From an optimization exercise on the open Yosys and OpenROAD flow, aimed at a short achievable clock period, few clock cycles and low power; shortcuts taken in it are not production practice. Where RTL was checked, it was by simulation tests only, not by an equivalence proof against the original.

## mac_vector_engine
module mac_vector_engine (
  input logic clk,
  input logic reset_n,
  input logic start,
  input logic clear,
  input logic [9:0] vec_len,
  input logic signed [47:0] bias,
  input logic in_valid,
  input logic [35:0] in_a,
  input logic [35:0] in_b,
  input logic out_ready,
  output logic busy,
  output logic in_ready,
  output logic out_valid,
  output logic signed [17:0] out_data,
  output logic signed [47:0] out_acc,
  output logic acc_overflow
);
For scale: about 3000 cells after synthesis, about 520 flip-flops, ~210 I/O pins, about 32000 um^2 of cells after synthesis.
Settings: LEC_CHECK=0, ABC_CLOCK_PERIOD_IN_PS=2900, CAP_MARGIN=20, CORE_MARGIN=2, CORE_UTILIZATION=60, CTS_BUF_LIST=sky130_fd_sc_hd__clkbuf_16, CTS_CLUSTER_DIAMETER=70, CTS_CLUSTER_SIZE=40, SETUP_SLACK_MARGIN=4.2, SLEW_MARGIN=20; clock period 7.0 ns.
run.sh (not shown) runs the stock make flow with config.mk's settings and CLKGATE_MAP_FILE= SYNTH_SCRIPT=/design/flow/synth_recipe.tcl, a recipe that flattens the netlist after the stock synthesis.
The first run went through all stages and came out clean.
Edit:
--- a/flow/design.v
+++ b/flow/design.v
@@ -2059,26 +2059,20 @@
         neg_q[l*9+i] <= take && in_b[l*18+2*i+1];
       end
   end
   logic [NST:0] fp_q, lp_q;
   always_ff @(posedge clk or negedge reset_n) begin
     if (!reset_n) lp_q <= '0;
     else if (clear) lp_q <= '0;
     else lp_q <= {lp_q[NST-1:0], blast};
   end
   always_ff @(posedge clk) fp_q <= {fp_q[NST-1:0], bfirst};
-  logic [NST:0] vbp_q;
-  logic [2-1:0] vbk_q;
-  always_ff @(posedge clk) begin
-    vbp_q <= {vbp_q[NST-1:0], take};
-    vbk_q <= {vbk_q, vbp_q[NST]};
-  end
   wire fa_q = fp_q[NST], la_q = lp_q[NST];
   logic [2-1:0] fk_q, lk_q;
   always_ff @(posedge clk or negedge reset_n) begin
     if (!reset_n) lk_q <= '0;
     else if (clear) lk_q <= '0;
     else lk_q <= {lk_q, la_q};
   end
   always_ff @(posedge clk) fk_q <= {fk_q, fa_q};
   wire [47:0] s_t, c_t;
   mac_lane_sum u_sum (.clk(clk), .v_i(rb_q), .a_i(a_q), .one_i(one_q), .two_i(two_q), .neg_i(neg_q), .s_o(s_t), .c_o(c_t));
@@ -2226,21 +2220,21 @@
   assign k0_G4[14] = k0_G3[14] | (k0_P3[14] & k0_G3[6]);
   assign k0_P4[14] = k0_P3[14] & k0_P3[6];
   assign k0_G4[15] = k0_G3[15] | (k0_P3[15] & k0_G3[7]);
   assign k0_P4[15] = k0_P3[15] & k0_P3[7];
   wire [16:0] k0_y = {k0_G4[15], k0_p0 ^ {k0_G4[14:0], 1'b0}};
   wire cg1 = g0[15];   
   wire [16:0] y0 = k0_y;
   logic ca1_q;
   always_ff @(posedge clk) ca1_q <= y0[16];
   always_ff @(posedge clk) begin
-    if (ldn0 || vbp_q[NST]) acc0_q <= ldn0 ? bias_q[15:0] : y0[15:0];
+    acc0_q <= ldn0 ? bias_q[15:0] : y0[15:0];
     if (st0) res_q[15:0] <= y0[15:0];
   end
   logic [15:0] acc1_q;
   wire [15:0] x1 = acc1_q;
   wire [15:0] ps1 = s_t[31:16];
   wire [15:0] pc1 = c_t[31:16];
   wire [15:0] q1_p0 = ps1 ^ pc1;
   wire [15:0] q1_g0 = ps1 & pc1;
   wire [15:0] q1_G0 = {q1_g0[15:1], q1_g0[0] | (q1_p0[0] & cg1)};
   wire [15:0] q1_P0 = q1_p0;
@@ -2518,21 +2512,21 @@
   assign k1_P4[13] = k1_P3[13] & k1_P3[5];
   assign k1_G4[14] = k1_G3[14] | (k1_P3[14] & k1_G3[6]);
   assign k1_P4[14] = k1_P3[14] & k1_P3[6];
   assign k1_G4[15] = k1_G3[15] | (k1_P3[15] & k1_G3[7]);
   assign k1_P4[15] = k1_P3[15] & k1_P3[7];
   wire [16:0] k1_y = {k1_G4[15], k1_p0 ^ {k1_G4[14:0], ca1_q}};
   wire [16:0] y1 = k1_y;
   logic ca2_q;
   always_ff @(posedge clk) ca2_q <= y1[16];
   always_ff @(posedge clk) begin
-    if (ldn1 || vbk_q[0]) acc1_q <= ldn1 ? bias_q[31:16] : y1[15:0];
+    acc1_q <= ldn1 ? bias_q[31:16] : y1[15:0];
     if (st1) res_q[31:16] <= y1[15:0];
   end
   logic [15:0] acc2_q;
   wire [15:0] x2 = acc2_q;
   logic [15:0] sd2_q [1];
   logic [15:0] cd2_q [1];
   always_ff @(posedge clk) begin
     sd2_q[0] <= s_t[47:32];
     cd2_q[0] <= c_t[47:32];
   end
@@ -2812,21 +2806,21 @@
   assign k2_P4[12] = k2_P3[12] & k2_P3[4];
   assign k2_G4[13] = k2_G3[13] | (k2_P3[13] & k2_G3[5]);
   assign k2_P4[13] = k2_P3[13] & k2_P3[5];
   assign k2_G4[14] = k2_G3[14] | (k2_P3[14] & k2_G3[6]);
   assign k2_P4[14] = k2_P3[14] & k2_P3[6];
   assign k2_G4[15] = k2_G3[15] | (k2_P3[15] & k2_G3[7]);
   assign k2_P4[15] = k2_P3[15] & k2_P3[7];
   wire [16:0] k2_y = {k2_G4[15], k2_p0 ^ {k2_G4[14:0], ca2_q}};
   wire [16:0] y2 = k2_y;
   always_ff @(posedge clk) begin
-    if (ldn2 || vbk_q[1]) acc2_q <= ldn2 ? bias_q[47:32] : y2[15:0];
+    acc2_q <= ldn2 ? bias_q[47:32] : y2[15:0];
     if (st2) res_q[47:32] <= y2[15:0];
   end
   wire ovf_step = (x2[15] ^ y2[15]) & (x2[15] ^ x2[14]);
   wire ovf_new = ovf_q | ovf_step;
   always_ff @(posedge clk) begin
     ovf_q <= !ldn2 && ovf_new;
     if (st2) rovf_q <= ovf_new;
   end
   assign res_done = st2;
   assign busy = busy_q;
- The new run completed with no timing, DRC or antenna violations
- synthesized cell count climbs by 0.74%
- hold slack barely changes
- maximum frequency climbs by 4.4%
- setup slack gains 0.13 ns
- cell area drops by about 0.65%
- clock-buffer cell count drops by 5
Testbench counts after the change, summed over its fixed seeds: cycles 12,350.
For the first run of this note, only the layout was checked, not whether the RTL still works.

==> static timing again, ports no longer ideal <==
In the flow no input, the clock included, has a driving cell. The finished layouts below were timed again as built, in two steps. Step 1: set_driving_cell puts a clkbuf_16 on clk and a buf_2 on each other input, an assumption about the parent block. Step 2 times the ports against the registers' clock, not the clock port: input delays grow and output delays shrink by t, the midpoint of the rising clock arrivals with the driver on. a / b / c = no drivers / after step 1 / after step 2; a / b = the first two.
run	t (ns)	setup WS [ns]	hold WS [ns]	worst setup path after step 2	worst register clock-pin slew, ns
the first run	0.641	4.016 / 4.016 / 3.736	0.336 / 0.336 / 0.336	input to register	0.11 / 0.11
the second run	0.683	4.141 / 4.141 / 3.713	0.338 / 0.338 / 0.338	input to register	0.12 / 0.12
After both steps every run listed still meets setup and hold. For the second run, which loses most, drivers alone change the setup slack by 0.000 ns; drivers and shift together by -0.428 ns.
